Context: an optimization exercise on an open-source flow, tuned for small area. The choices shown serve that exercise and are no tape-out recipe. Where RTL was checked, it was by simulation tests only, not by an equivalence proof against the original. For runs 3 and 4, only the layout was checked, not whether the RTL still works.

[flow/constraint.sdc]
create_clock -name core_clock -period 7.0 [get_ports {clock}]
set_input_delay 1.4000 -clock core_clock [delete_from_list [all_inputs] [get_ports {clock}]]
set_output_delay 1.4000 -clock core_clock [all_outputs]
set_load 0.01 [all_outputs]
[flow/run.sh]
#!/bin/bash
# synth_recipe.tcl (not shown) runs the flow's synth.tcl, then flattens the netlist and writes it again
# the make line also repeats each setting of config.mk as NAME=value (left out here)
make -C /OpenROAD-flow-scripts/flow DESIGN_CONFIG=/design/flow/config.mk WORK_HOME=/design/flow/orfs CLKGATE_MAP_FILE= SYNTH_SCRIPT=/design/flow/synth_recipe.tcl finish
[flow/config.mk]
export PLATFORM = sky130hd
export DESIGN_NAME = ex_stage
export DESIGN_NICKNAME = ex_stage
export VERILOG_FILES = /design/flow/design.v
export SDC_FILE = /design/flow/constraint.sdc
export NUM_CORES = 4
export LEC_CHECK = 0
export ABC_AREA = 1
export CAP_MARGIN = 20
export CORE_MARGIN = 2
export CORE_UTILIZATION = 40
export SLEW_MARGIN = 20
[flow/design.v]
`timescale 1ns/1ps
package ex_pkg;
	typedef logic [32-1:0]     xlen_t;
	typedef logic [5-1:0] rob_idx_t;
	typedef logic [6-1:0]  pr_idx_t;
	typedef enum logic [1:0] {
		UNIT_ALU0 = 2'd0,
		UNIT_ALU1 = 2'd1,
		UNIT_MULT = 2'd2
	} fu_unit_t;
	typedef enum logic [2:0] {
		ALU_ADD  = 3'd0,
		ALU_SUB  = 3'd1,
		ALU_AND  = 3'd2,
		ALU_OR   = 3'd3,
		ALU_XOR  = 3'd4,
		ALU_SLTU = 3'd5
	} alu_op_t;
	typedef enum logic [1:0] {
		MULT_IDLE = 2'd0,
		MULT_RUN  = 2'd1,
		MULT_HOLD = 2'd2
	} mult_state_t;
endpackage
`timescale 1ns/1ps
module exec_alu (
	input  logic [2:0]          op,
	input  ex_pkg::xlen_t       a,
	input  ex_pkg::xlen_t       b,
	output ex_pkg::xlen_t       y
);
	localparam int N = 32;
	logic          inv;
	ex_pkg::xlen_t bi, p, g, sum;
	logic [N:0]    c;
	assign inv = op[0] && !op[1];
	assign bi  = b ^ {N{inv}};
	assign p   = a ^ bi;
	assign g   = a & bi;
	always_comb begin
		logic [N-1:0] gg, pp;
		gg = g;
		pp = p;
		gg[0] = g[0] | (p[0] & inv);
		for (int l = 1; (1 << l) <= N; l++)
			for (int i = (1 << l) - 1; i < N; i += (1 << l)) begin
				gg[i] = gg[i] | (pp[i] & gg[i - (1 << (l-1))]);
				pp[i] = pp[i] & pp[i - (1 << (l-1))];
			end
		for (int l = $clog2(N) - 1; l >= 1; l--)
			for (int i = (1 << l) - 1 + (1 << (l-1)); i < N; i += (1 << l))
				gg[i] = gg[i] | (pp[i] & gg[i - (1 << (l-1))]);
		c = {gg, inv};
	end
	assign sum = p ^ c[N-1:0];
	always_comb begin
		case (op)
			ex_pkg::ALU_ADD,
			ex_pkg::ALU_SUB:  y = sum;
			ex_pkg::ALU_AND:  y = g;
			ex_pkg::ALU_OR:   y = p | g;
			ex_pkg::ALU_XOR:  y = p;
			default:          y = ex_pkg::xlen_t'(!c[N]);
		endcase
	end
endmodule
`timescale 1ns/1ps
module exec_mult (
	input  logic                clock,
	input  logic                reset,
	input  logic                start,
	input  ex_pkg::xlen_t       sel_a,
	input  ex_pkg::xlen_t       sel_b,
	output logic                busy,
	output logic                res_valid,
	output ex_pkg::xlen_t       res_value
);
	ex_pkg::xlen_t mcand;       
	ex_pkg::xlen_t lo;          
	logic [23:0]   hi;          
	logic [2:0]    cy;          
	logic          bprev;       
	logic [2:0]    run;         
	logic          last;        
	logic [3:0]    neg, one, two;
	ex_pkg::xlen_t row [4];
	ex_pkg::xlen_t nvec;
	always_comb begin
		logic b2, b1, b0;
		for (int j = 0; j < 4; j++) begin
			b2 = lo[2*j+1];
			b1 = lo[2*j];
			b0 = (j == 0) ? bprev : lo[2*j-1];
			neg[j] = b2;
			one[j] = b1 ^ b0;
			two[j] = (b2 & ~b1 & ~b0) | (~b2 & b1 & b0);
		end
		nvec = '0;
		for (int j = 0; j < 4; j++) begin
			row[j] = '0;
			for (int i = 2*j; i < 32; i++)
				row[j][i] = ((one[j] & mcand[i-2*j])
					| (two[j] & ((i > 2*j) ? mcand[i-2*j-1] : 1'b0))) ^ neg[j];
			nvec[2*j] = neg[j];
		end
	end
	function automatic logic [2*32-1:0] csa(input ex_pkg::xlen_t x, y, z);
		ex_pkg::xlen_t s, c;
		s = x ^ y ^ z;
		c = ((x & y) | (x & z) | (y & z)) << 1;
		csa = {c, s};
	endfunction
	ex_pkg::xlen_t s1, c1, s2, c2, s3, c3, s4, c4;
	assign {c1, s1} = csa(row[0], row[1], row[2]);
	assign {c2, s2} = csa(row[3], nvec, {8'b0, hi});
	assign {c3, s3} = csa(s1, c1, s2);
	assign {c4, s4} = csa(s3, c3, c2);
	ex_pkg::xlen_t t;
	logic [3:0]    cout;
	always_comb begin
		logic cc;
		for (int k = 0; k < 4; k++) begin
			cc = (k < 3) ? cy[k] : 1'b0;
			for (int i = 8*k; i < 8*k + 8; i++) begin
				t[i] = s4[i] ^ c4[i] ^ cc;
				cc   = (s4[i] & c4[i]) | (s4[i] & cc) | (c4[i] & cc);
			end
			cout[k] = cc;
		end
	end
	always_ff @(posedge clock) begin
		if (start) begin
			mcand <= sel_a;
		end
	end
	always_ff @(posedge clock) begin
		if (start) begin
			lo    <= sel_b;
			hi    <= '0;
			cy    <= '0;
			bprev <= 1'b0;
		end else begin
			lo    <= {t[7:0], lo[32-1:8]};
			hi    <= t[32-1:8];
			cy    <= cout[2:0];
			bprev <= lo[7];
		end
	end
	always_ff @(posedge clock) begin
		if (reset) begin
			run  <= '0;
			last <= 1'b0;
		end else begin
			run  <= {run[1:0], start};
			last <= run[2];
		end
	end
	assign busy      = |run;
	assign res_valid = last;
	assign res_value = {t[7:0], lo[32-1:8]};
endmodule
`timescale 1ns/1ps
module complete_arbiter (
	input  logic             mult_valid,
	input  logic             alu0_valid,
	input  logic             alu1_valid,
	input  ex_pkg::rob_idx_t mult_rob,
	input  ex_pkg::rob_idx_t alu0_rob,
	input  ex_pkg::rob_idx_t alu1_rob,
	output logic             alu1_grant,
	output logic [1:0]       slot_valid,
	output logic [2:0]       slot0_sel,
	output logic [2:0]       slot1_sel
);
	logic             two;
	logic             swap;
	ex_pkg::rob_idx_t rob_first;
	ex_pkg::rob_idx_t rob_second;
	logic [2:0]       first, second;
	assign alu1_grant = alu1_valid && !(mult_valid && alu0_valid);
	assign first  = mult_valid ? 3'b001 : alu0_valid ? 3'b010 : alu1_valid ? 3'b100 : 3'b000;
	assign second = (mult_valid && alu0_valid) ? 3'b010
		: ((mult_valid ^ alu0_valid) && alu1_valid) ? 3'b100 : 3'b000;
	assign two    = |second;
	assign slot_valid = {two, mult_valid | alu0_valid | alu1_valid};
	assign rob_first  = mult_valid ? mult_rob : alu0_valid ? alu0_rob : alu1_rob;
	assign rob_second = (mult_valid && alu0_valid) ? alu0_rob : alu1_rob;
	assign swap = two && (rob_second < rob_first);
	assign slot0_sel = swap ? second : first;
	assign slot1_sel = swap ? first : second;
endmodule
`timescale 1ns/1ps
module complete_sorter #(
	parameter int W = 5 + 6 + 32
) (
	input  logic         clock,
	input  logic         reset,
	input  logic [W-1:0] mult_res,
	input  logic [W-1:0] alu0_res,
	input  logic [W-1:0] alu1_res,
	input  logic [1:0]   slot_valid,
	input  logic [2:0]   slot0_sel,
	input  logic [2:0]   slot1_sel,
	output logic [1:0]   complete_valid,
	output logic [W-1:0] slot0_q,
	output logic [W-1:0] slot1_q
);
	function automatic logic [W-1:0] pick(input logic [2:0] sel);
		pick = ({W{sel[0]}} & mult_res) | ({W{sel[1]}} & alu0_res) | ({W{sel[2]}} & alu1_res);
	endfunction
	always_ff @(posedge clock) begin
		if (reset)
			complete_valid <= '0;
		else
			complete_valid <= slot_valid;
	end
	always_ff @(posedge clock) begin
		slot0_q <= pick(slot0_sel);
		slot1_q <= pick(slot1_sel);
	end
endmodule
`timescale 1ns/1ps
module ex_stage (
	input  logic                                      clock,
	input  logic                                      reset,
	input  logic [2-1:0]                 issue_valid,
	input  logic [2*2-1:0]               issue_unit,
	input  logic [2*3-1:0]               issue_op,
	input  logic [2*32-1:0]        issue_a,
	input  logic [2*32-1:0]        issue_b,
	input  logic [2*5-1:0]    issue_rob,
	input  logic [2*6-1:0]     issue_pr,
	output logic [2-1:0]              complete_valid,
	output logic [2*5-1:0] complete_rob,
	output logic [2*6-1:0]  complete_pr,
	output logic [2*32-1:0]     complete_value,
	output logic [3-1:0]                    unit_busy
);
	localparam int W = 5 + 6 + 32;
	logic [1:0] hit0, hit1, hitm;
	always_comb begin
		for (int w = 0; w < 2; w++) begin
			hit0[w] = issue_valid[w] && (issue_unit[w*2 +: 2] == ex_pkg::UNIT_ALU0);
			hit1[w] = issue_valid[w] && (issue_unit[w*2 +: 2] == ex_pkg::UNIT_ALU1);
			hitm[w] = issue_valid[w] && (issue_unit[w*2 +: 2] == ex_pkg::UNIT_MULT);
		end
	end
	logic [W-1:0] way_res [2];
	for (genvar w = 0; w < 2; w++) begin : g_way
		ex_pkg::xlen_t y;
		exec_alu alu_i (
			.op(issue_op[w*3 +: 3]),
			.a(issue_a[w*32 +: 32]),
			.b(issue_b[w*32 +: 32]),
			.y(y)
		);
		assign way_res[w] = {issue_rob[w*5 +: 5],
			issue_pr[w*6 +: 6], y};
	end
	logic         alu0_valid, alu1_valid, alu1_grant;
	logic [W-1:0] alu0_res, alu1_res;
	always_ff @(posedge clock) begin
		if (reset)
			alu0_valid <= 1'b0;
		else
			alu0_valid <= |hit0;
	end
	always_ff @(posedge clock)
		alu0_res <= hit0[1] ? way_res[1] : way_res[0];
	always_ff @(posedge clock) begin
		if (reset)
			alu1_valid <= 1'b0;
		else
			alu1_valid <= (|hit1) || (alu1_valid && !alu1_grant);
	end
	always_ff @(posedge clock) begin
		if (|hit1)
			alu1_res <= hit1[1] ? way_res[1] : way_res[0];
	end
	logic             mult_valid, mult_busy;
	ex_pkg::xlen_t    mult_value;
	ex_pkg::rob_idx_t mult_rob;
	ex_pkg::pr_idx_t  mult_pr;
	exec_mult mult_i (
		.clock(clock), .reset(reset),
		.start(|hitm),
		.sel_a(hitm[1] ? issue_a[32 +: 32] : issue_a[0 +: 32]),
		.sel_b(hitm[1] ? issue_b[32 +: 32] : issue_b[0 +: 32]),
		.busy(mult_busy),
		.res_valid(mult_valid),
		.res_value(mult_value)
	);
	always_ff @(posedge clock) begin
		if (hitm[1]) begin
			mult_rob <= issue_rob[5 +: 5];
			mult_pr  <= issue_pr[6 +: 6];
		end else if (hitm[0]) begin
			mult_rob <= issue_rob[0 +: 5];
			mult_pr  <= issue_pr[0 +: 6];
		end
	end
	logic [1:0] slot_valid;
	logic [2:0] slot0_sel, slot1_sel;
	complete_arbiter arbiter_i (
		.mult_valid(mult_valid), .alu0_valid(alu0_valid), .alu1_valid(alu1_valid),
		.mult_rob(mult_rob),
		.alu0_rob(alu0_res[W-1 -: 5]),
		.alu1_rob(alu1_res[W-1 -: 5]),
		.alu1_grant(alu1_grant),
		.slot_valid(slot_valid), .slot0_sel(slot0_sel), .slot1_sel(slot1_sel)
	);
	logic [W-1:0] slot0_q, slot1_q;
	complete_sorter #(.W(W)) sorter_i (
		.clock(clock), .reset(reset),
		.mult_res({mult_rob, mult_pr, mult_value}),
		.alu0_res(alu0_res), .alu1_res(alu1_res),
		.slot_valid(slot_valid), .slot0_sel(slot0_sel), .slot1_sel(slot1_sel),
		.complete_valid(complete_valid), .slot0_q(slot0_q), .slot1_q(slot1_q)
	);
	assign {complete_rob[0 +: 5], complete_pr[0 +: 6],
		complete_value[0 +: 32]} = slot0_q;
	assign {complete_rob[5 +: 5], complete_pr[6 +: 6],
		complete_value[32 +: 32]} = slot1_q;
	assign unit_busy[ex_pkg::UNIT_ALU0] = 1'b0;
	assign unit_busy[ex_pkg::UNIT_ALU1] = alu1_valid && !alu1_grant;
	assign unit_busy[ex_pkg::UNIT_MULT] = mult_busy;
endmodule
==> results of run 1 <==
[registers in the layout, indices dropped and copies added (netlist names)]
signal and cells:
mult_pr 6, sorter_i.complete_valid 2, sorter_i.slot1_q 43, alu0_res 43
mult_rob 5, mult_i.mcand 32, sorter_i.slot0_q 43, mult_i.last 1
mult_i.lo 32, mult_i.hi 24, mult_i.cy 3, alu1_valid 1
alu1_res 43, alu0_valid 1, mult_i.bprev 1, mult_i.run 3
[per-stage QoR]
| stage | area (sq um) |
|---|---|
| floorplan | 22600 |
| global placement | 25800 |
| detailed placement | 25800 |
| CTS | 27000 |
| global route | 27000 |
| finish | 27000 |
[per-layer routing]
layer  global-route usage [%]  up-vias
met4                     9.79       12
li1                         -     9708
met1                     37.9    10000
met5                        0        -
met3                     4.82      151
met2                     47.3      945
[cells in the final DEF, fill, tap and decap left out, types with 8 or more instances in the layout]
| cell type | netlist | routed |
|---|---|---|
| clkdlybuf4s50_1 | 0 | 253 |
| o21ai_0 | 219 | 219 |
| a21oi_1 | 56 | 56 |
| inv_2 | 11 | 11 |
| clkinv_2 | 0 | 8 |
| o21ai_1 | 10 | 10 |
| o221ai_1 | 14 | 14 |
| a31oi_1 | 8 | 8 |
| dfxtp_1 | 197 | 197 |
| xor2_1 | 145 | 145 |
| buf_4 | 5 | 48 |
| edfxtp_1 | 86 | 86 |
| nor3_1 | 20 | 19 |
| nand3_1 | 311 | 308 |
| nand2_1 | 518 | 514 |
| clkbuf_16 | 0 | 36 |
| xnor2_1 | 46 | 46 |
| nand2_2 | 5 | 9 |
| o211ai_1 | 12 | 12 |
| nor2_1 | 94 | 92 |
| ha_1 | 172 | 172 |
| fa_1 | 136 | 136 |
| inv_1 | 488 | 487 |
| o22ai_1 | 135 | 135 |
[worst reg2reg max path, delay by kind of cell (launching register included)]
family / cells / cell delay, ns
AND/OR/NAND/NOR: 3 / 0.23
AO/OA/AOI/OAI: 1 / 0.18
adder cells (fa/ha/maj): 11 / 5.00
buffers and inverters: 4 / 0.59
XOR/XNOR: 1 / 0.18
flip-flops: 1 / 0.40
[worst min-delay path by stage]
| stage | startpoint | endpoint | slack [ns] | cells after the start |
|---|---|---|---|---|
| 2_1_floorplan | mult_i.run[1] | mult_i.run[2] | 0.41 | 2 |
| 3_3_place_gp | mult_i.run[1] | mult_i.run[2] | 0.41 | 2 |
| 3_5_place_dp | mult_i.run[1] | mult_i.run[2] | 0.43 | 2 |
| 4_1_cts | mult_i.run[1] | mult_i.run[2] | 0.43 | 2 |
| 5_1_grt | mult_i.run[0] | mult_i.run[1] | 0.46 | 2 |
| 6_report | mult_i.run[0] | mult_i.run[1] | 0.43 | 2 |
[cell type report]
type / instances / area, sq um / share of cell area (%)
inverter: 500 / 1880 / 6.96
antenna: 1 / 2.50 / 0.00927
multi-input combinational: 1951 / 13500 / 50.2
clock buffer: 46 / 988 / 3.66
tap: 756 / 946 / 3.51
timing repair buffer: 301 / 2890 / 10.7
clock inverter: 16 / 201 / 0.747
sequential: 283 / 6530 / 24.2
[kinds of logic after synthesis]
family | Yosys count | share of synthesized area, %
AND/OR/NAND/NOR | 966 | 18.3
buffers and inverters | 646 | 11.3
AO/OA/AOI/OAI | 484 | 12.4
adder cells (fa/ha/maj) | 308 | 21.6
flip-flops | 283 | 28.9
XOR/XNOR | 191 | 7.41
other | 1 | 0.0166
multiplexers | 1 | 0.0444
==> qor.csv, run 1 <==
stage,metric,value,unit
status,outcome,timing/DRC/antenna clean,
cells_and_area,area delta synth->final,19.6,%
cells_and_area,# fillers,5458,
synth,Post-synth EDFFs,86,
drt,DRT Pass-1 Iters,6,
clock_tree,CTS Root Cell,clkbuf_16,
clock_tree,Worst-path clk slew,0.06,ns
worst_setup_path,crit path max-delay cell type,fa_1,
synth,Syn Nets,3352,
clock_tree,H-tree depth,2,
clock_tree,"Hold-fix buffers, CTS",0,
sta,final setup skew,0.0152,ns
global_route,global-route wire length before repair,128,mm
worst_setup_path,CP most frequent cell,fa_1,
synth,post-synth top area cell,dfxtp_1,
die,num rows,87,
die,Die H,242,um
worst_setup_path,R2R depth,20,
sta,Least-Margin Pin Slew,1.09,ns
sta,final setup margin,0.360,ns
placed_design,Setup WS pre-CTS,0.316,ns
synth,Yosys cell types,47,
drt,1st-iter DRT viols,1841,
sta,Setup Viol. Count Final,0,
global_route,initial antenna violation count,7,
sta,RSZ-0062 raised after global routing,false,
placed_design,gpl congestion,0.920,
global_route,vias in the first global route,21100,
die,Die ar.,58300,sq um
worst_setup_path,crit-path cells,nand2_1 -> inv_1 -> nor2_1 -> inv_2 -> o22ai_1 -> xor2_1 -> fa_1 -> fa_1 -> fa_1 -> fa_1 -> inv_1 -> fa_1 -> fa_1 -> fa_1 -> fa_1 -> fa_1 -> fa_1 -> fa_1 -> inv_1 -> nor2_1,
worst_setup_path,CP bufs+invs,4,
worst_setup_path,crit path DAT,7.12,ns
cells_and_area,"non-filler cells, final",3854,
synth,"Seq/Total Area, Yosys",28.9,%
clock_tree,CTS tree,done,
drt,met3 WL,6.64,mm
drt,DR vias,20800,
synth,Synth Register Bits,283,
synth,synth cell count leaders,"nand2_1, inv_1, nand3_1",
worst_setup_path,Critical Path Sink Type,register,
global_route,Congestion Overflow GR,0,
synth,top cell type's share of synthesized area,17.5,%
sta,final period utilization,94.9,%
cells_and_area,# nets final,3543,
worst_setup_path,"reg-to-reg slack, setup",0.36,ns
placed_design,IO Port Bufs,253,
die,Starting Density,40.3,%
worst_setup_path,CP startpoint,mult_i.lo[1],
global_route,total track usage,28.6,%
drt,DRT Wirelength,84.6,mm
sta,relative slew slack,26.8,%
sta,Hold Slack,0.432,ns
drt,met1 wire length,35.9,mm
drt,DRC Markers,0,
sta,Tmin final,6.64,ns
synth,most frequent cell after synthesis,nand2_1,
global_route,largest net degree at the start of global routing,87,
sta,"Slew Viols, Final",0,
drt,Antenna Nets Post-Route,0,
drt,drt via density,5.41,
die,core area,56100,sq um
synth,Synth Cell Area,22600,sq um
worst_setup_path,CP endpoint,mult_i.hi[15],
cells_and_area,share of cells above drive strength 1,4.71,%
sta,FMAX,0.151,GHz
drt,met2 WL,39.1,mm
worst_setup_path,crit path kind,register to register,
worst_setup_path,Slowest Stage Delay on Critical Path,0.55,ns
clock_tree,clk sinks,283,
synth,fraction of registers with async set/reset,0,%
synth,Yosys Warn Count,6,
synth,"Top FF cell, synth",dfxtp_1,
die,Ports,255,
clock_tree,Post CTS Setup Buffer Count,0,
job,max-cap violations,0,
placed_design,hpwl dp,64.3,mm
sta,hold violation total from the final report,0,
worst_setup_path,startpoint class of the critical path,register,
sta,Setup TNS Final,0,ns
placed_design,placed insts,3791,
synth,Syn Area/Cell,7.84,sq um
synth,cell count after synthesis,2880,
cells_and_area,Layout Utilization,48.1,%
clock_tree,post-cts sizing count,0,
worst_setup_path,CP required,7.48,ns
worst_setup_path,Reg-to-Reg End,mult_i.hi[15],
worst_setup_path,stages on the worst setup path,20,
drt,Highest Signal Layer,met5,
worst_setup_path,crit-path max FO,28,
clock_tree,clock latency on the worst-skew pair,0.56,ns
die,die width,242,um
drt,DR WL/cell,22.0,um
min_path,Hold Path Class,register to register,
synth,largest cells by area after synthesis,"dfxtp_1, fa_1, edfxtp_1, ha_1, nand2_1",
clock_tree,Num CTS Buffers,34,
worst_setup_path,CP top delay family,adder cells,
worst_setup_path,Critical R2R Launch,mult_i.lo[1],
clock_tree,Longest Clk Path Bufs,3,
==> run 2: changes to the inputs <==
--- a/flow/config.mk
+++ b/flow/config.mk
@@ -10,3 +10,3 @@
 export CORE_MARGIN = 2
-export CORE_UTILIZATION = 40
+export CORE_UTILIZATION = 65
 export SLEW_MARGIN = 20
==> qor.csv, run 2 <==
stage,metric,value,unit,change
clock_tree,clk sinks,283,,unchanged
sta,Least-Margin Pin Slew,1.24,ns,+0.143 ns
cells_and_area,share of cells above drive strength 1,4.06,%,-0.65 points
sta,Tmin final,6.70,ns,+0.0624 ns
cells_and_area,"most common cell after layout, fill and taps aside",nand2_1,,
sta,"Slew Viols, Final",0,,unchanged
drt,DRT Pass-1 Iters,9,,+3
synth,cell count after synthesis,2880,,unchanged
cells_and_area,# nets final,3528,,-0.42%
cells_and_area,final instance area,26300,sq um,-2.5%
clock_tree,Longest Clk Path Bufs,3,,unchanged
synth,main combinational cell family by area after synthesis,adder cells,,
die,num rows,68,,-22%
sta,RSZ-0062 raised after global routing,false,,
cells_and_area,"non-filler cells, final",3535,,-8.3%
sta,final period utilization,95.7,%,+0.89 points
synth,complex-gate fraction of the synthesized area,12.4,%,unchanged
synth,synth cell count leaders,"nand2_1, inv_1, nand3_1",,
global_route,Congestion Overflow GR,0,,unchanged
sta,final setup skew,0.00853,ns,-0.00663 ns
synth,fraction of registers with async set/reset,0,%,unchanged
synth,"Top FF cell, synth",dfxtp_1,,
die,core area,34400,sq um,-39%
min_path,Hold Path Class,register to register,,
clock_tree,CTS Root Cell,clkbuf_16,,
clock_tree,clock latency on the worst-skew pair,0.57,ns,about the same
drt,Antenna Nets Post-Route,0,,unchanged
worst_setup_path,startpoint class of the critical path,register,,
clock_tree,post-cts sizing count,0,,unchanged
cells_and_area,area delta synth->final,16.6,%,
placed_design,placed cell areas,25300,sq um,-1.7%
global_route,total track usage,44.8,%,+16 points
cells_and_area,most frequent cells in the layout,"nand2_1, inv_1, nand3_1, clkdlybuf4s50_1, o21ai_0",,
synth,Syn Nets,3352,,unchanged
synth,Yosys cell types,47,,unchanged
sta,hold violation total from the final report,0,,unchanged
die,Ports,255,,unchanged
status,outcome,timing/DRC/antenna clean,,
synth,"Seq/Total Area, Yosys",28.9,%,unchanged
synth,Synth Cell Area,22600,sq um,unchanged
synth,Syn Area/Cell,7.84,sq um,unchanged
synth,Post-Synth XOR/XNOR Area,7.41,%,unchanged
die,Starting Density,65.7,%,+25 points
sta,Setup Viol. Count Final,0,,unchanged
clock_tree,"Hold-fix buffers, CTS",0,,unchanged
global_route,global-route wire length before repair,123,mm,-3.4%
clock_tree,Worst-path clk slew,0.06,ns,about the same
global_route,vias in the first global route,22100,,+4.9%
synth,post-synth top area cell,dfxtp_1,,
placed_design,gpl congestion,0.994,,+8.1%
job,max-cap violations,0,,unchanged
sta,FMAX,0.149,GHz,-0.93%
clock_tree,CTS tree,done,,
die,Die H,190,um,-21%
synth,largest cells by area after synthesis,"dfxtp_1, fa_1, edfxtp_1, ha_1, nand2_1",,
worst_setup_path,crit path DAT,7.19,ns,+0.07 ns
die,die width,190,um,-21%
drt,DRT Wirelength,81.0,mm,-4.2%
drt,DRC Markers,0,,unchanged
drt,DR WL/cell,22.9,um,+4.4%
global_route,initial antenna violation count,4,,-3
placed_design,placed insts,3480,,-8.2%
synth,top cell type's share of synthesized area,17.5,%,unchanged
drt,DR vias,22000,,+5.6%
worst_setup_path,Critical Path Sink Type,register,,
synth,Post-Synth Adder-Cell Area,21.6,%,unchanged
drt,1st-iter DRT viols,2808,,+53%
worst_setup_path,CP required,7.49,ns,about the same
clock_tree,Num CTS Buffers,28,,-18%
synth,Synth Register Bits,283,,unchanged
placed_design,IO Port Bufs,253,,unchanged
die,Die ar.,36200,sq um,-38%
synth,Post-Synth Simple-Gate Area,18.3,%,unchanged
clock_tree,Post CTS Setup Buffer Count,0,,unchanged
worst_setup_path,crit path kind,register to register,,
synth,Yosys Warn Count,6,,unchanged
sta,Setup TNS Final,0,ns,unchanged
sta,relative slew slack,17.5,%,-9.3 points
synth,most frequent cell after synthesis,nand2_1,,
placed_design,hpwl dp,59.2,mm,-7.9%
synth,multiplexer share of the synthesized area,0.0444,%,unchanged
synth,Post-synth EDFFs,86,,unchanged
cells_and_area,# fillers,2445,,-55%
drt,drt via density,6.22,,+15%
worst_setup_path,crit-path max FO,16,,-43%
global_route,largest net degree at the start of global routing,87,,unchanged
clock_tree,H-tree depth,1,,-1
==> run 2: final cells by class <==
cell class / count / area [sq um] / share of cell area [%]
multi-input cells: 1951 / 13600 / 51.5
flip-flops and latches: 283 / 6530 / 24.8
repair buffers: 292 / 2860 / 10.9
inverters: 500 / 1880 / 7.14
clock buffers: 36 / 782 / 2.97
well taps: 455 / 569 / 2.16
clock inverters: 15 / 136 / 0.518
diodes: 3 / 7.51 / 0.0285
==> run 2: worst max-delay path, cell delays in order (launching register included) <==
cell     delay [ns]
dfxtp_1        0.50
or2_1          0.19
nand2_2        0.23
o22ai_1        0.28
xor2_1         0.22
fa_1           0.44
fa_1           0.47
fa_1           0.53
fa_1           0.17
inv_1          0.06
fa_1           0.49
fa_1           0.47
fa_1           0.46
fa_1           0.48
fa_1           0.48
fa_1           0.46
fa_1           0.56
inv_1          0.04
nor2_1         0.09
==> run 2: kinds of logic (layout without fill, tap and decap cells) <==
family	Yosys count	count (layout)
AO/OA/AOI/OAI	484	484
XOR/XNOR	191	191
adder cells (fa/ha/maj)	308	308
buffers and inverters	646	843
flip-flops	283	283
multiplexers	1	1
other	1	4
AND/OR/NAND/NOR	966	966
==> run 2: through the flow <==
step,setup WS (ns),hold WS (ns),utilization [%]
2_1_floorplan,0.550,0.409,-
3_3_place_gp,0.339,0.418,73.7
3_5_place_dp,0.144,0.441,73.7
4_1_cts,0.108,0.460,76.4
5_1_grt,0.00123,0.474,76.5
6_report,0.298,0.456,76.5
==> run 2: worst paths after layout <==
kind                                     from            to  slack (ns)  cells past startpoint
worst max-delay path             mult_i.lo[3]  mult_i.hi[7]        0.30                     18
worst min-delay path            mult_i.run[2]   mult_i.last        0.46                      2
worst max register to register   mult_i.lo[3]  mult_i.hi[7]        0.30                     18
worst min register to register  mult_i.run[2]   mult_i.last        0.46                      2
==> run 2: metal layers <==
metal | share of wire (%) | global-route usage [%]
met1 | 34 | 52.2
met2 | 45 | 71.6
met5 | 0.017 | 0
met3 | 10 | 8.26
met4 | 11 | 38.2
==> run 3: changes to the inputs <==
--- a/flow/design.v
+++ b/flow/design.v
@@ -70,5 +70,5 @@
 	input  logic                reset,
-	input  logic                start,
-	input  ex_pkg::xlen_t       sel_a,
-	input  ex_pkg::xlen_t       sel_b,
+	input  logic [1:0]          hit,         
+	input  logic [2*32-1:0] way_a,
+	input  logic [2*32-1:0] way_b,
 	output logic                busy,
@@ -130,6 +130,10 @@
 	end
-	always_ff @(posedge clock) begin
-		if (start) begin
-			mcand <= sel_a;
-		end
+	localparam int N = 32;
+	logic start;
+	assign start = |hit;
+	always_ff @(posedge clock) begin
+		mcand <= ({N{hit[0]}} & way_a[0 +: N]) | ({N{hit[1]}} & way_a[N +: N])
+			| ({N{!start}} & mcand);
+		lo    <= ({N{hit[0]}} & way_b[0 +: N]) | ({N{hit[1]}} & way_b[N +: N])
+			| ({N{!start}} & {t[7:0], lo[N-1:8]});
 	end
@@ -137,3 +141,2 @@
 		if (start) begin
-			lo    <= sel_b;
 			hi    <= '0;
@@ -142,4 +145,3 @@
 		end else begin
-			lo    <= {t[7:0], lo[32-1:8]};
-			hi    <= t[32-1:8];
+			hi    <= t[N-1:8];
 			cy    <= cout[2:0];
@@ -275,6 +277,5 @@
 	end
-	always_ff @(posedge clock) begin
-		if (|hit1)
-			alu1_res <= hit1[1] ? way_res[1] : way_res[0];
-	end
+	always_ff @(posedge clock)
+		alu1_res <= ({W{hit1[0]}} & way_res[0]) | ({W{hit1[1]}} & way_res[1])
+			| ({W{!(|hit1)}} & alu1_res);
 	logic             mult_valid, mult_busy;
@@ -285,5 +286,5 @@
 		.clock(clock), .reset(reset),
-		.start(|hitm),
-		.sel_a(hitm[1] ? issue_a[32 +: 32] : issue_a[0 +: 32]),
-		.sel_b(hitm[1] ? issue_b[32 +: 32] : issue_b[0 +: 32]),
+		.hit(hitm),
+		.way_a(issue_a),
+		.way_b(issue_b),
 		.busy(mult_busy),
@@ -292,11 +293,9 @@
 	);
-	always_ff @(posedge clock) begin
-		if (hitm[1]) begin
-			mult_rob <= issue_rob[5 +: 5];
-			mult_pr  <= issue_pr[6 +: 6];
-		end else if (hitm[0]) begin
-			mult_rob <= issue_rob[0 +: 5];
-			mult_pr  <= issue_pr[0 +: 6];
-		end
-	end
+	localparam int TW = 5 + 6;
+	logic [TW-1:0] mult_tag;
+	always_ff @(posedge clock)
+		mult_tag <= ({TW{hitm[0]}} & {issue_rob[0 +: 5], issue_pr[0 +: 6]})
+			| ({TW{hitm[1]}} & {issue_rob[5 +: 5], issue_pr[6 +: 6]})
+			| ({TW{!(|hitm)}} & mult_tag);
+	assign {mult_rob, mult_pr} = mult_tag;
 	logic [1:0] slot_valid;
--- a/flow/config.mk
+++ b/flow/config.mk
@@ -10,3 +10,3 @@
 export CORE_MARGIN = 2
-export CORE_UTILIZATION = 65
+export CORE_UTILIZATION = 60
 export SLEW_MARGIN = 20
==> qor.csv, run 3 <==
stage,metric,value,unit,change
status,outcome,timing/DRC/antenna clean,,
worst_setup_path,crit-path max FO,25,,+9
worst_setup_path,crit-path cells,buf_4 -> nand2_1 -> nand2_1 -> buf_12 -> o22ai_1 -> xor2_1 -> fa_1 -> fa_1 -> fa_1 -> fa_1 -> inv_1 -> fa_1 -> fa_1 -> fa_1 -> fa_1 -> fa_1 -> fa_1 -> fa_1 -> inv_1 -> nor2_1,,
synth,Post-Synth Simple-Gate Area,19.4,%,+1.1 points
synth,Yosys cell types,43,,-8.5%
worst_setup_path,CP bufs+invs,4,,+2
sta,hold violation total from the final report,0,,unchanged
synth,Post-Synth XOR/XNOR Area,7.15,%,-0.26 points
placed_design,placed insts,3523,,+1.2%
sta,Tmin final,6.64,ns,-0.0658 ns
sta,"Slew Viols, Final",0,,unchanged
cells_and_area,# nets final,3560,,+0.91%
drt,DRT Wirelength,77.2,mm,-4.7%
worst_setup_path,CP most frequent cell,fa_1,,
drt,DRC Markers,0,,unchanged
synth,Post-synth EDFFs,0,,-100%
clock_tree,CTS tree,done,,
worst_setup_path,crit path max-delay cell type,fa_1,,
global_route,global-route wire length before repair,118,mm,-4.7%
synth,fraction of registers with async set/reset,0,%,unchanged
synth,post-synth top area cell,dfxtp_1,,
synth,complex-gate fraction of the synthesized area,13.6,%,+1.2 points
clock_tree,post-cts sizing count,0,,unchanged
drt,1st-iter DRT viols,2754,,-1.9%
worst_setup_path,startpoint class of the critical path,register,,
global_route,met2 usage,61.7,%,-9.9 points
clock_tree,H-tree depth,1,,unchanged
global_route,initial antenna violation count,3,,-1
min_path,Hold Path Class,register to register,,
worst_setup_path,crit path kind,register to register,,
synth,multiplexer share of the synthesized area,0.0452,%,+0.00082 points
synth,Syn Area/Cell,7.60,sq um,-3.0%
clock_tree,"Hold-fix buffers, CTS",0,,unchanged
clock_tree,Worst-path clk slew,0.06,ns,about the same
job,max-cap violations,0,,unchanged
synth,Synth Cell Area,22200,sq um,-1.8%
synth,largest cells by area after synthesis,"dfxtp_1, fa_1, nand2_1, ha_1, inv_1",,
worst_setup_path,CP required,7.49,ns,about the same
sta,RSZ-0062 raised after global routing,false,,
clock_tree,Longest Clk Path Bufs,3,,unchanged
synth,cell count after synthesis,2916,,+1.3%
cells_and_area,share of cells above drive strength 1,3.83,%,-0.23 points
worst_setup_path,CP top delay family,adder cells,,
cells_and_area,diode count,0,,-3
sta,Setup Viol. Count Final,0,,unchanged
drt,DR WL/cell,21.6,um,-5.8%
drt,DR vias,21800,,-1.1%
synth,"Top FF cell, synth",dfxtp_1,,
cells_and_area,most frequent cells in the layout,"nand2_1, inv_1, nand3_1, dfxtp_1, clkdlybuf4s50_1",,
global_route,largest net degree at the start of global routing,67,,-23%
synth,most frequent cell after synthesis,nand2_1,,
synth,Syn Nets,3388,,+1.1%
global_route,vias in the first global route,20600,,-6.9%
cells_and_area,"non-filler cells, final",3577,,+1.2%
placed_design,hpwl dp,58.1,mm,-1.9%
worst_setup_path,crit path DAT,7.13,ns,-0.06 ns
global_route,total track usage,39.7,%,-5.1 points
clock_tree,Num CTS Buffers,30,,+7.1%
die,Starting Density,60.7,%,-5.0 points
cells_and_area,area delta synth->final,17.2,%,
cells_and_area,"most common cell after layout, fill and taps aside",nand2_1,,
cells_and_area,# fillers,3008,,+23%
worst_setup_path,Slowest Stage Delay on Critical Path,0.54,ns,-0.02 ns
die,Ports,255,,unchanged
sta,final period utilization,94.8,%,-0.94 points
placed_design,gpl congestion,0.996,,+0.15%
die,num rows,70,,+2.9%
synth,Post-Synth Adder-Cell Area,22.0,%,+0.40 points
die,Die ar.,38500,sq um,+6.2%
clock_tree,CTS Root Cell,clkbuf_16,,
placed_design,IO Port Bufs,253,,unchanged
sta,Setup TNS Final,0,ns,unchanged
clock_tree,clk sinks,283,,unchanged
die,die width,196,um,+3.1%
sta,relative slew slack,25.5,%,+8.0 points
sta,final setup skew,0.0121,ns,+0.00356 ns
drt,DRT Pass-1 Iters,8,,-1
synth,synth cell count leaders,"nand2_1, inv_1, nand3_1",,
global_route,busiest layer in global routing,met2,,
synth,"Seq/Total Area, Yosys",25.6,%,-3.4 points
clock_tree,clock latency on the worst-skew pair,0.58,ns,about the same
synth,Yosys Warn Count,6,,unchanged
die,Die H,196,um,+3.1%
synth,Synth Register Bits,283,,unchanged
clock_tree,Post CTS Setup Buffer Count,0,,unchanged
worst_setup_path,Critical Path Sink Type,register,,
global_route,Congestion Overflow GR,0,,unchanged
synth,main combinational cell family by area after synthesis,adder cells,,
global_route,met3 usage,9.25,%,+0.99 points
sta,Least-Margin Pin Slew,1.11,ns,-0.126 ns
drt,Antenna Nets Post-Route,0,,unchanged
drt,drt via density,6.09,,-2.2%
synth,top cell type's share of synthesized area,25.6,%,+8.1 points
die,core area,36500,sq um,+6.3%
global_route,M1 GR Usage,54.1,%,+1.8 points
sta,FMAX,0.151,GHz,+0.99%
## run 3: final timing paths
check,slack (ns),depth (start not counted),endpoint,startpoint
max,0.36,20,mult_i.hi[15],mult_i.lo[1]
min,0.44,2,mult_i.run[2],mult_i.run[1]
max reg2reg,0.36,20,mult_i.hi[15],mult_i.lo[1]
min reg2reg,0.44,2,mult_i.run[2],mult_i.run[1]
## run 3: area by class of cell
| type | instances | area, sq um | share of cell area (%) |
|---|---|---|---|
| clock buffer | 43 | 891 | 3.43 |
| multi-input combinational | 1947 | 13800 | 53.3 |
| inverter | 533 | 2010 | 7.72 |
| timing repair buffer | 293 | 2900 | 11.2 |
| sequential | 283 | 5670 | 21.8 |
| tap | 468 | 586 | 2.26 |
| clock inverter | 10 | 75.1 | 0.289 |
## run 3: cell families (layout without fill, tap and decap cells)
kind of cell	after synthesis	in the layout
other	1	1
flip-flops	283	283
adder cells (fa/ha/maj)	308	308
AND/OR/NAND/NOR	1008	1008
multiplexers	1	1
XOR/XNOR	181	181
AO/OA/AOI/OAI	448	448
buffers and inverters	686	879
## run 3: stage by stage
| stage | setup WS [ns] | utilization, % | area, sq um | hold slack (ns) |
|---|---|---|---|---|
| global route | 0.0000213 | 71.1 | 26000 | 0.465 |
| floorplan | 0.449 | - | 22200 | 0.409 |
| global placement | 0.393 | 68.2 | 24900 | 0.417 |
| CTS | 0.254 | 71.0 | 25900 | 0.441 |
| detailed placement | 0.293 | 68.3 | 25000 | 0.432 |
| finish | 0.364 | 71.1 | 26000 | 0.444 |
## run 3: routing by layer
metal  vias up  wire length (um)
met3       229             10100
met2      1471             33400
met4         4              3280
met5         -                24
li1       9817                 -
met1     10200             30300
## run 3: worst min-delay path: stages (launching register included)
cell     delay, ns
dfxtp_1       0.30
inv_1         0.06
nor2_1        0.04
==> run 4: changes to the inputs <==
==> flow/flow/run.sh (new file) <==
#!/bin/bash
# standard layout, with plain buf_1 cells as the port buffers
set -euo pipefail
export BUFFER_PORTS_ARGS="-buffer_cell sky130_fd_sc_hd__buf_1"
bash standard.sh > standard_make.log 2>&1
==> flow/standard.sh (new file) <==
#!/bin/bash
# synth_recipe.tcl (not shown) runs the flow's synth.tcl, then flattens the netlist and writes it again
# the make line also repeats each setting of config.mk as NAME=value (left out here)
make -C /OpenROAD-flow-scripts/flow DESIGN_CONFIG=/design/flow/config.mk WORK_HOME=/design/flow/orfs CLKGATE_MAP_FILE= SYNTH_SCRIPT=/design/flow/synth_recipe.tcl "${@:-finish}"
removed: flow/run.sh
==> qor.csv, run 4 <==
stage,metric,value,unit,change
min_path,Hold Path Class,register to register,,
synth,Yosys Warn Count,6,,unchanged
worst_setup_path,startpoint class of the critical path,register,,
worst_setup_path,crit path DAT,7.04,ns,-0.09 ns
synth,synth cell count leaders,"nand2_1, inv_1, nand3_1",,
cells_and_area,# nets final,3565,,+0.14%
clock_tree,Longest Clk Path Bufs,3,,unchanged
worst_setup_path,CP endpoint,mult_i.hi[23],,
drt,DRT Wirelength,76.1,mm,-1.4%
sta,hold violation total from the final report,0,,unchanged
die,Ports,255,,unchanged
clock_tree,H-tree depth,1,,unchanged
worst_setup_path,stages on the worst setup path,29,,+45%
synth,top cell type's share of synthesized area,25.6,%,unchanged
synth,post-synth top area cell,dfxtp_1,,
cells_and_area,Multi-input gate area,13800,sq um,about the same
synth,Synth Cell Area,22200,sq um,unchanged
sta,Tmin final,6.56,ns,-0.0733 ns
synth,most frequent cell after synthesis,nand2_1,,
worst_setup_path,CP startpoint,mult_i.lo[1],,
synth,cell count after synthesis,2916,,unchanged
global_route,largest net degree at the start of global routing,76,,+13%
synth,largest cells by area after synthesis,"dfxtp_1, fa_1, nand2_1, ha_1, inv_1",,
clock_tree,CTS tree,done,,
die,die width,196,um,unchanged
drt,DR WL/cell,21.2,um,-1.7%
die,Starting Density,60.7,%,unchanged
synth,Synth Register Bits,283,,unchanged
worst_setup_path,R2R depth,29,,+45%
cells_and_area,Layout Utilization,67.0,%,-4.1 points
sta,final setup skew,0.0272,ns,+0.0151 ns
drt,Antenna Nets Post-Route,0,,unchanged
die,core area,36500,sq um,unchanged
clock_tree,Num CTS Buffers,30,,unchanged
global_route,global-route wire length before repair,116,mm,-1.5%
placed_design,Setup WS pre-CTS,0.367,ns,+0.0732 ns
die,Die ar.,38500,sq um,unchanged
cells_and_area,share of cells above drive strength 1,3.98,%,+0.15 points
placed_design,gpl congestion,0.962,,-3.4%
worst_setup_path,CP most frequent cell,fa_1,,
clock_tree,clock latency on the worst-skew pair,0.59,ns,about the same
synth,"Top FF cell, synth",dfxtp_1,,
worst_setup_path,"reg-to-reg slack, setup",0.44,ns,+0.07 ns
die,Die H,196,um,unchanged
worst_setup_path,crit path kind,register to register,,
sta,Setup Viol. Count Final,0,,unchanged
worst_setup_path,crit-path max FO,16,,-36%
worst_setup_path,Critical Path Sink Type,register,,
global_route,total track usage,39.2,%,-0.51 points
synth,Syn Nets,3388,,unchanged
synth,fraction of registers with async set/reset,0,%,unchanged
cells_and_area,# fillers,3226,,+7.2%
die,num rows,70,,unchanged
drt,DR vias,21500,,-1.4%
status,outcome,timing/DRC/antenna clean,,
synth,Syn Area/Cell,7.60,sq um,unchanged
drt,DRC Markers,0,,unchanged
drt,drt via density,5.99,,-1.6%
worst_setup_path,Reg-to-Reg End,mult_i.hi[23],,
worst_setup_path,crit path max-delay cell type,fa_1,,
sta,FMAX,0.152,GHz,+1.1%
global_route,initial antenna violation count,3,,unchanged
synth,Yosys cell types,43,,unchanged
synth,Post-synth EDFFs,0,,unchanged
worst_setup_path,Critical R2R Launch,mult_i.lo[1],,
global_route,Congestion Overflow GR,0,,unchanged
worst_setup_path,CP required,7.48,ns,about the same
sta,Setup TNS Final,0,ns,unchanged
placed_design,IO Port Bufs,253,,unchanged
worst_setup_path,CP bufs+invs,7,,+3
clock_tree,CTS Root Cell,clkbuf_16,,
sta,final period utilization,93.8,%,-1.0 points
clock_tree,Worst-path clk slew,0.06,ns,about the same
cells_and_area,"most common cell after layout, fill and taps aside",nand2_1,,
worst_setup_path,Slowest Stage Delay on Critical Path,0.51,ns,-0.03 ns
sta,final setup margin,0.437,ns,+0.0733 ns
cells_and_area,sequential cell area,5670,sq um,unchanged
global_route,vias in the first global route,20200,,-2.2%
drt,DRT Pass-1 Iters,6,,-2
drt,1st-iter DRT viols,2618,,-4.9%
clock_tree,Post CTS Setup Buffer Count,0,,unchanged
worst_setup_path,CP top delay family,adder cells,,
sta,Least-Margin Pin Slew,1.12,ns,+0.00631 ns
job,max-cap violations,0,,unchanged
placed_design,hpwl dp,57.1,mm,-1.7%
clock_tree,clk sinks,283,,unchanged
cells_and_area,area delta synth->final,10.4,%,
synth,"Seq/Total Area, Yosys",25.6,%,unchanged
cells_and_area,most frequent cells in the layout,"nand2_1, inv_1, nand3_1, dfxtp_1, buf_1",,
sta,"Slew Viols, Final",0,,unchanged
sta,relative slew slack,25.4,%,-0.045 points
sta,RSZ-0062 raised after global routing,false,,
-- run 4: per-layer routing --
layer | routed length [um] | vias up | track usage (%)
li1 | - | 9826 | -
met5 | 9 | - | 0
met3 | 9710 | 175 | 8.35
met1 | 31100 | 10200 | 55.7
met4 | 3270 | 2 | 14.9
met2 | 32000 | 1305 | 58.4
-- run 4: timing repair --
item	4_1_cts	5_1_grt
gates resized for setup	0	2
hold buffers	0	0
setup endpoints to repair	0	1
-- run 4: per-stage QoR --
stage	hold slack [ns]	area [sq um]	instances
after floorplan	0.409	22200	2916
after global placement	0.416	23300	3526
after detailed placement	0.423	23400	3528
after CTS	0.432	24400	3582
after global routing	0.446	24500	3585
final	0.430	24500	3585
-- run 4: cells by family (layout without fill, tap and decap cells) --
group | after synthesis | in the layout | share of synthesized area [%]
buffers and inverters | 686 | 885 | 12.2
DFF | 283 | 283 | 25.6
other | 1 | 3 | 0.0169
adders and majority gates | 308 | 308 | 22.0
AOI/OAI and AO/OA | 448 | 448 | 13.6
muxes | 1 | 1 | 0.0452
xor gates and xnor gates | 181 | 181 | 7.15
and+or+nand+nor | 1008 | 1008 | 19.4
-- run 4: how the worst min path moves through the flow --
stage	startpoint	endpoint	slack [ns]	cells after the start
2_1_floorplan	mult_i.run[1]	mult_i.run[2]	0.41	2
3_3_place_gp	mult_i.run[0]	mult_i.run[1]	0.42	2
3_5_place_dp	mult_i.run[0]	mult_i.run[1]	0.42	2
4_1_cts	mult_i.run[0]	mult_i.run[1]	0.43	2
5_1_grt	mult_i.run[1]	mult_i.run[2]	0.45	2
6_report	mult_i.run[1]	mult_i.run[2]	0.43	2
-- run 4: area by class of cell --
cell class / count / area share (%)
Tap cell: 468 / 2.39
Multi-Input combinational cell: 1947 / 56.5
Inverter: 533 / 8.18
Sequential cell: 283 / 23.2
Antenna cell: 2 / 0.0205
Timing Repair Buffer: 298 / 5.48
Clock buffer: 40 / 3.64
Clock inverter: 14 / 0.583
-- run 4: tightest hold or removal path, delay by kind of cell, from the launching register on --
kind                   cells  cell delay [ns]
DFF                        1             0.30
buffers and inverters      1             0.06
and+or+nand+nor            1             0.04
==> run 5: changes to the inputs <==
--- a/flow/design.v
+++ b/flow/design.v
@@ -55,11 +55,10 @@
 	assign sum = p ^ c[N-1:0];
+	logic ep, ec, eg, slt;
+	assign ec  = !op[2] && !op[1];                  
+	assign eg  = op[1];                             
+	assign ep  = !(op[1] && !op[0]) && !(op[2] && op[0]);  
+	assign slt = op[2] && op[0];
 	always_comb begin
-		case (op)
-			ex_pkg::ALU_ADD,
-			ex_pkg::ALU_SUB:  y = sum;
-			ex_pkg::ALU_AND:  y = g;
-			ex_pkg::ALU_OR:   y = p | g;
-			ex_pkg::ALU_XOR:  y = p;
-			default:          y = ex_pkg::xlen_t'(!c[N]);
-		endcase
+		y = ({N{ep}} & p) ^ (({N{ec}} & c[N-1:0]) | ({N{eg}} & g));
+		y[0] = slt ? !c[N] : y[0];
 	end
--- a/flow/config.mk
+++ b/flow/config.mk
@@ -11,2 +11,3 @@
 export CORE_UTILIZATION = 60
+export CTS_BUF_LIST = sky130_fd_sc_hd__clkbuf_4
 export SLEW_MARGIN = 20
==> qor.csv, run 5 <==
stage,metric,value,unit,change
clock_tree,clk sinks,283,,unchanged
clock_tree,CTS Root Cell,clkbuf_4,,
cells_and_area,final instance area,22100,sq um,-9.7%
clock_tree,CTS tree,done,,
drt,1st-iter DRT viols,2491,,-4.9%
sta,Setup Viol. Count Final,0,,unchanged
drt,DRT Pass-1 Iters,8,,+2
die,core area,32500,sq um,-11%
status,outcome,timing/DRC/antenna clean,,
sta,Hold Slack,0.432,ns,+0.00205 ns
sta,final setup skew,0.0600,ns,+0.0329 ns
drt,DRC Markers,0,,unchanged
cells_and_area,Layout Utilization,68.1,%,+1.1 points
synth,top cell type's share of synthesized area,28.7,%,+3.1 points
worst_setup_path,crit path DAT,7.39,ns,+0.35 ns
job,max-cap violations,0,,unchanged
worst_setup_path,CP most frequent cell,fa_1,,
clock_tree,"Hold-fix buffers, CTS",0,,unchanged
die,num rows,66,,-5.7%
cells_and_area,# nets final,3167,,-11%
placed_design,IO Port Bufs,253,,unchanged
clock_tree,Worst-path clk slew,0.07,ns,about the same
die,Starting Density,60.9,%,+0.19 points
cells_and_area,most frequent cells in the layout,"nand2_1, inv_1, dfxtp_1, buf_1, xor2_1",,
worst_setup_path,crit path kind,register to register,,
cells_and_area,"most common cell after layout, fill and taps aside",nand2_1,,
drt,met1 wire length,27.5,mm,-12%
synth,Post-synth EDFFs,0,,unchanged
drt,met3 WL,8.08,mm,-17%
clock_tree,clock latency on the worst-skew pair,0.81,ns,+0.22 ns
worst_setup_path,startpoint class of the critical path,register,,
global_route,initial antenna violation count,1,,-2
synth,Yosys Warn Count,6,,unchanged
drt,DR WL/cell,22.1,um,+4.0%
synth,fraction of registers with async set/reset,0,%,unchanged
placed_design,placed cell areas,21200,sq um,-9.6%
clock_tree,H-tree depth,3,,+2
synth,Synth Register Bits,283,,unchanged
drt,Highest Signal Layer,met4,,
min_path,Hold Path Class,register to register,,
global_route,total track usage,42.3,%,+3.1 points
global_route,largest net degree at the start of global routing,58,,-24%
sta,"Slew Viols, Final",0,,unchanged
placed_design,Setup WS pre-CTS,0.225,ns,-0.142 ns
drt,drt via density,5.95,,-0.67%
global_route,vias in the first global route,19100,,-5.3%
drt,DRT Wirelength,72.5,mm,-4.7%
cells_and_area,Multi-input gate area,12000,sq um,-14%
drt,DR vias,19500,,-9.0%
global_route,global-route wire length before repair,108,mm,-6.4%
synth,largest cells by area after synthesis,"dfxtp_1, fa_1, nand2_1, xor2_1, inv_1",,
cells_and_area,# fillers,2801,,-13%
sta,Tmin final,6.69,ns,+0.131 ns
clock_tree,Longest Clk Path Bufs,3,,unchanged
worst_setup_path,Critical Path Sink Type,register,,
sta,final setup margin,0.306,ns,-0.131 ns
clock_tree,Num CTS Buffers,76,,+150%
synth,"Seq/Total Area, Yosys",28.7,%,+3.1 points
sta,Setup TNS Final,0,ns,unchanged
synth,"Top FF cell, synth",dfxtp_1,,
synth,Syn Area/Cell,7.79,sq um,+2.5%
sta,RSZ-0062 raised after global routing,false,,
worst_setup_path,CP required,7.69,ns,+0.21 ns
synth,post-synth top area cell,dfxtp_1,,
cells_and_area,share of cells above drive strength 1,7.32,%,+3.3 points
synth,most frequent cell after synthesis,nand2_1,,
die,Die ar.,34400,sq um,-11%
drt,Antenna Nets Post-Route,0,,unchanged
placed_design,gpl congestion,1.05,,+9.0%
synth,synth cell count leaders,"nand2_1, inv_1, dfxtp_1",,
global_route,Congestion Overflow GR,0,,unchanged
synth,Synth Cell Area,19800,sq um,-11%
cells_and_area,sequential cell area,5670,sq um,about the same
worst_setup_path,crit path max-delay cell type,fa_1,,
synth,cell count after synthesis,2535,,-13%
sta,Least-Margin Pin Slew,1.01,ns,-0.103 ns
drt,met2 WL,31.6,mm,-1.2%
placed_design,hpwl dp,55.4,mm,-3.0%
die,Ports,255,,unchanged
sta,relative slew slack,32.1,%,+6.7 points
worst_setup_path,Slowest Stage Delay on Critical Path,0.52,ns,about the same
sta,final period utilization,95.6,%,+1.9 points
sta,hold violation total from the final report,0,,unchanged
worst_setup_path,crit-path max FO,20,,+4
synth,Yosys cell types,50,,+16%
die,Die H,185,um,-5.5%
cells_and_area,area delta synth->final,11.8,%,
synth,Syn Nets,2911,,-14%
sta,FMAX,0.149,GHz,-2.0%
die,die width,185,um,-5.5%
run 5: changes by cell type in the layout (fill, tap and decap cells not counted), sizes merged, moves of 22 or more:
cell | before | now
ha | 172 | 108
clkbuf | 40 | 98
a22oi | 0 | 49
a21oi | 70 | 45
clkinv | 13 | 60
o21ai | 68 | 92
nor3 | 33 | 11
fa | 136 | 104
nand3 | 290 | 66
inv | 529 | 409
nand2 | 587 | 565
xor2 | 178 | 217
run 5: logic make-up after synthesis:
logic type / Yosys count / synth area share [%]
adder cells (fa/ha/maj): 212 / 17.4
AND/OR/NAND/NOR: 744 / 15.1
multiplexers: 1 / 0.0507
other: 1 / 0.0190
buffers and inverters: 565 / 11.1
AO/OA/AOI/OAI: 492 / 17.1
flip-flops: 283 / 28.7
XOR/XNOR: 237 / 10.5
run 5: what timing repair did:
action / 4_1_cts / 5_1_grt
setup endpoints to repair: 0 / 4
resized for setup: 0 / 4
buffers inserted: 0 / 0
run 5: area by class of cell:
cell class                      instances  share of cell area (%)
Multi-Input combinational cell       1687                    54.1
Sequential cell                       283                    25.7
Inverter                              439                    7.48
Timing Repair Buffer                  304                    6.12
Clock buffer                           98                    3.33
Tap cell                              442                    2.50
Clock inverter                         32                   0.776
Antenna cell                            1                  0.0113
run 5: final timing paths:
| check | from | to | slack, ns | depth (start not counted) |
|---|---|---|---|---|
| worst max-delay path | mult_i.lo[1] | mult_i.hi[23] | 0.31 | 25 |
| worst min-delay path | mult_i.run[0] | mult_i.run[1] | 0.43 | 2 |
| worst max register to register | mult_i.lo[1] | mult_i.hi[23] | 0.31 | 25 |
| worst min register to register | mult_i.run[0] | mult_i.run[1] | 0.43 | 2 |
run 5: per-stage QoR:
stage / instances
CTS: 3285
global placement: 3154
global route: 3286
finish: 3286
detailed placement: 3155
floorplan: 2535
run 5: metal layers:
metal / vias to the layer above / global-route usage [%]
met3: 255 / 7.75
met5: - / 0
li1: 8821 / -
met4: 0 / 28.0
met2: 1321 / 65.2
met1: 9145 / 54.3
run 5: worst max-delay path: cells and delay by family (launching register included):
kind / cells / cell delay [ns]
adders and majority gates: 10 / 3.83
AOI/OAI and AO/OA: 4 / 0.79
buffers and inverters: 5 / 0.56
DFF: 1 / 0.42
xor gates and xnor gates: 5 / 0.90
and+or+nand+nor: 1 / 0.11
==> run 6: changes to the inputs <==
--- a/flow/config.mk
+++ b/flow/config.mk
@@ -11,3 +11,2 @@
 export CORE_UTILIZATION = 60
-export CTS_BUF_LIST = sky130_fd_sc_hd__clkbuf_4
 export SLEW_MARGIN = 20
==> qor.csv, run 6 <==
stage,metric,value,unit,change
die,die width,185,um,unchanged
cells_and_area,Layout Utilization,68.7,%,+0.62 points
cells_and_area,Multi-input gate area,12000,sq um,about the same
global_route,Congestion Overflow GR,0,,unchanged
die,Die ar.,34400,sq um,unchanged
synth,most frequent cell after synthesis,nand2_1,,
clock_tree,"Hold-fix buffers, CTS",0,,unchanged
placed_design,placed cell areas,21200,sq um,unchanged
cells_and_area,most frequent cells in the layout,"nand2_1, inv_1, dfxtp_1, buf_1, xor2_1",,
cells_and_area,diode count,0,,-1
clock_tree,Num CTS Buffers,31,,-59%
placed_design,placed insts,3155,,unchanged
cells_and_area,share of cells above drive strength 1,5.41,%,-1.9 points
drt,drt via density,6.05,,+1.7%
placed_design,IO Port Bufs,253,,unchanged
global_route,largest net degree at the start of global routing,58,,unchanged
sta,hold violation total from the final report,0,,unchanged
sta,Setup Viol. Count Final,0,,unchanged
worst_setup_path,crit path max-delay cell type,fa_1,,
worst_setup_path,CP most frequent cell,fa_1,,
clock_tree,H-tree depth,1,,-2
die,num rows,66,,unchanged
synth,synth cell count leaders,"nand2_1, inv_1, dfxtp_1",,
worst_setup_path,Slowest Stage Delay on Critical Path,0.55,ns,+0.03 ns
worst_setup_path,CP required,7.53,ns,-0.16 ns
status,outcome,timing/DRC/antenna clean,,
synth,Post-synth EDFFs,0,,unchanged
sta,RSZ-0062 raised after global routing,false,,
sta,relative slew slack,30.9,%,-1.3 points
clock_tree,post-cts sizing count,0,,unchanged
clock_tree,CTS Root Cell,clkbuf_16,,
sta,final setup margin,0.330,ns,+0.0244 ns
worst_setup_path,crit path kind,register to register,,
cells_and_area,final instance area,22300,sq um,+0.91%
worst_setup_path,Critical Path Sink Type,register,,
die,Die H,185,um,unchanged
global_route,vias in the first global route,19000,,-0.75%
worst_setup_path,startpoint class of the critical path,register,,
sta,Setup TNS Final,0,ns,unchanged
cells_and_area,sequential cell area,5670,sq um,unchanged
synth,cell count after synthesis,2535,,unchanged
global_route,initial antenna violation count,0,,-1
cells_and_area,area delta synth->final,12.8,%,
sta,Hold Slack,0.433,ns,+0.000890 ns
clock_tree,CTS tree,done,,
placed_design,gpl congestion,1.05,,unchanged
worst_setup_path,crit-path cells,inv_2 -> o21ai_2 -> buf_4 -> o22ai_1 -> xor2_1 -> fa_1 -> fa_1 -> inv_1 -> fa_1 -> inv_1 -> fa_1 -> inv_1 -> fa_1 -> fa_1 -> fa_1 -> fa_1 -> fa_1 -> fa_1 -> fa_1 -> inv_1 -> nor2_1,,
synth,Syn Nets,2911,,unchanged
synth,"Top FF cell, synth",dfxtp_1,,
synth,Syn Area/Cell,7.79,sq um,unchanged
sta,FMAX,0.150,GHz,+0.37%
cells_and_area,# fillers,2719,,-2.9%
die,Ports,255,,unchanged
job,max-cap violations,0,,unchanged
synth,largest cells by area after synthesis,"dfxtp_1, fa_1, nand2_1, xor2_1, inv_1",,
drt,DRT Wirelength,73.0,mm,+0.63%
drt,DRC Markers,0,,unchanged
drt,DR vias,19400,,-0.60%
synth,Yosys cell types,50,,unchanged
synth,fraction of registers with async set/reset,0,%,unchanged
cells_and_area,"most common cell after layout, fill and taps aside",nand2_1,,
drt,Antenna Nets Post-Route,0,,unchanged
synth,Yosys Warn Count,6,,unchanged
synth,"Seq/Total Area, Yosys",28.7,%,unchanged
clock_tree,Longest Clk Path Bufs,3,,unchanged
die,Starting Density,60.9,%,unchanged
clock_tree,Worst-path clk slew,0.06,ns,about the same
sta,Tmin final,6.67,ns,-0.0244 ns
synth,post-synth top area cell,dfxtp_1,,
global_route,total track usage,42.4,%,+0.091 points
drt,DRT Pass-1 Iters,8,,unchanged
drt,1st-iter DRT viols,2442,,-2.0%
placed_design,hpwl dp,55.4,mm,unchanged
cells_and_area,# nets final,3122,,-1.4%
global_route,global-route wire length before repair,109,mm,+0.61%
min_path,Hold Path Class,register to register,,
clock_tree,Post CTS Setup Buffer Count,0,,unchanged
sta,final setup skew,0.0263,ns,-0.0338 ns
placed_design,Setup WS pre-CTS,0.225,ns,unchanged
clock_tree,clock latency on the worst-skew pair,0.61,ns,-0.20 ns
synth,Synth Cell Area,19800,sq um,unchanged
clock_tree,clk sinks,283,,unchanged
synth,top cell type's share of synthesized area,28.7,%,unchanged
worst_setup_path,crit path DAT,7.20,ns,-0.19 ns
cells_and_area,"non-filler cells, final",3213,,-2.2%
synth,Synth Register Bits,283,,unchanged
sta,"Slew Viols, Final",0,,unchanged
sta,final period utilization,95.3,%,-0.35 points
worst_setup_path,crit-path max FO,10,,-50%
die,core area,32500,sq um,unchanged
sta,Least-Margin Pin Slew,1.03,ns,+0.0189 ns
drt,DR WL/cell,22.7,um,+2.9%
-- run 6: cell counts after synthesis --
Identical to the previous run, type by type.
-- run 6: final cells by class --
class | instances | area share, %
Clock inverter | 18 | 1.13
Timing Repair Buffer | 304 | 6.07
Inverter | 439 | 7.41
Sequential cell | 283 | 25.4
Clock buffer | 40 | 3.86
Multi-Input combinational cell | 1687 | 53.6
Tap cell | 442 | 2.48
-- run 6: worst paths after layout --
| check | start | to | slack, ns | cells after the start |
|---|---|---|---|---|
| worst min-delay path | mult_i.run[0] | mult_i.run[1] | 0.43 | 2 |
| worst max register to register | mult_i.lo[1] | mult_i.hi[7] | 0.33 | 21 |
| worst min register to register | mult_i.run[0] | mult_i.run[1] | 0.43 | 2 |
| worst max-delay path | mult_i.lo[1] | mult_i.hi[7] | 0.33 | 21 |
-- run 6: logic make-up (layout without fill, tap and decap cells) --
| kind of cell | Yosys count | after routing | synth area share [%] |
|---|---|---|---|
| and+or+nand+nor | 744 | 744 | 15.1 |
| buffers and inverters | 565 | 801 | 11.1 |
| AOI/OAI and AO/OA | 492 | 492 | 17.1 |
| DFF | 283 | 283 | 28.7 |
| xor gates and xnor gates | 237 | 237 | 10.5 |
| adders and majority gates | 212 | 212 | 17.4 |
| other | 1 | 1 | 0.0190 |
| muxes | 1 | 1 | 0.0507 |
-- run 6: layer usage --
metal  GRT usage (%)  up-vias  wire (um)
li1                -     8696          -
met1            54.7     9116      27400
met2            66.7     1345      32100
met3            5.56      267       7890
met4            27.8        0       5600
met5               0        -          0
-- run 6: critical path: cells and delay by family (launching register included) --
kind	cells	cell delay, ns
AO/OA/AOI/OAI	2	0.41
AND/OR/NAND/NOR	1	0.09
flip-flops	1	0.43
buffers and inverters	6	0.62
adder cells (fa/ha/maj)	11	4.80
XOR/XNOR	1	0.23

## afterwards: timing with drivers on the ports
The results above use ideal ports. As a check the final layouts listed here were re-extracted and re-timed, cells and wires unchanged. Step 1 sets driving cells, clkbuf_16 on the clock port and buf_2 on the other inputs (assumed; they add their load-dependent delay and slew). Step 2 moves the port delays by t, midway between the first and last clock arrival at a register: inputs arrive t later, outputs are due t later. That takes back most of the time a late clock gives input paths. Three values: no drivers, after step 1, after step 2; two values: the first two.
run	t, ns	slack for setup (ns)	worst setup path at the end
run 1	0.607	0.360 / 0.360 / 0.360	register to register
run 2	0.628	0.298 / 0.298 / 0.298	register to register
run 3	0.631	0.364 / 0.364 / 0.364	register to register
run 4	0.632	0.437 / 0.437 / 0.437	register to register
run 5	0.837	0.306 / 0.306 / 0.306	register to register
run 6	0.655	0.330 / 0.330 / 0.330	register to register
After both steps setup and hold are still met in every run listed.
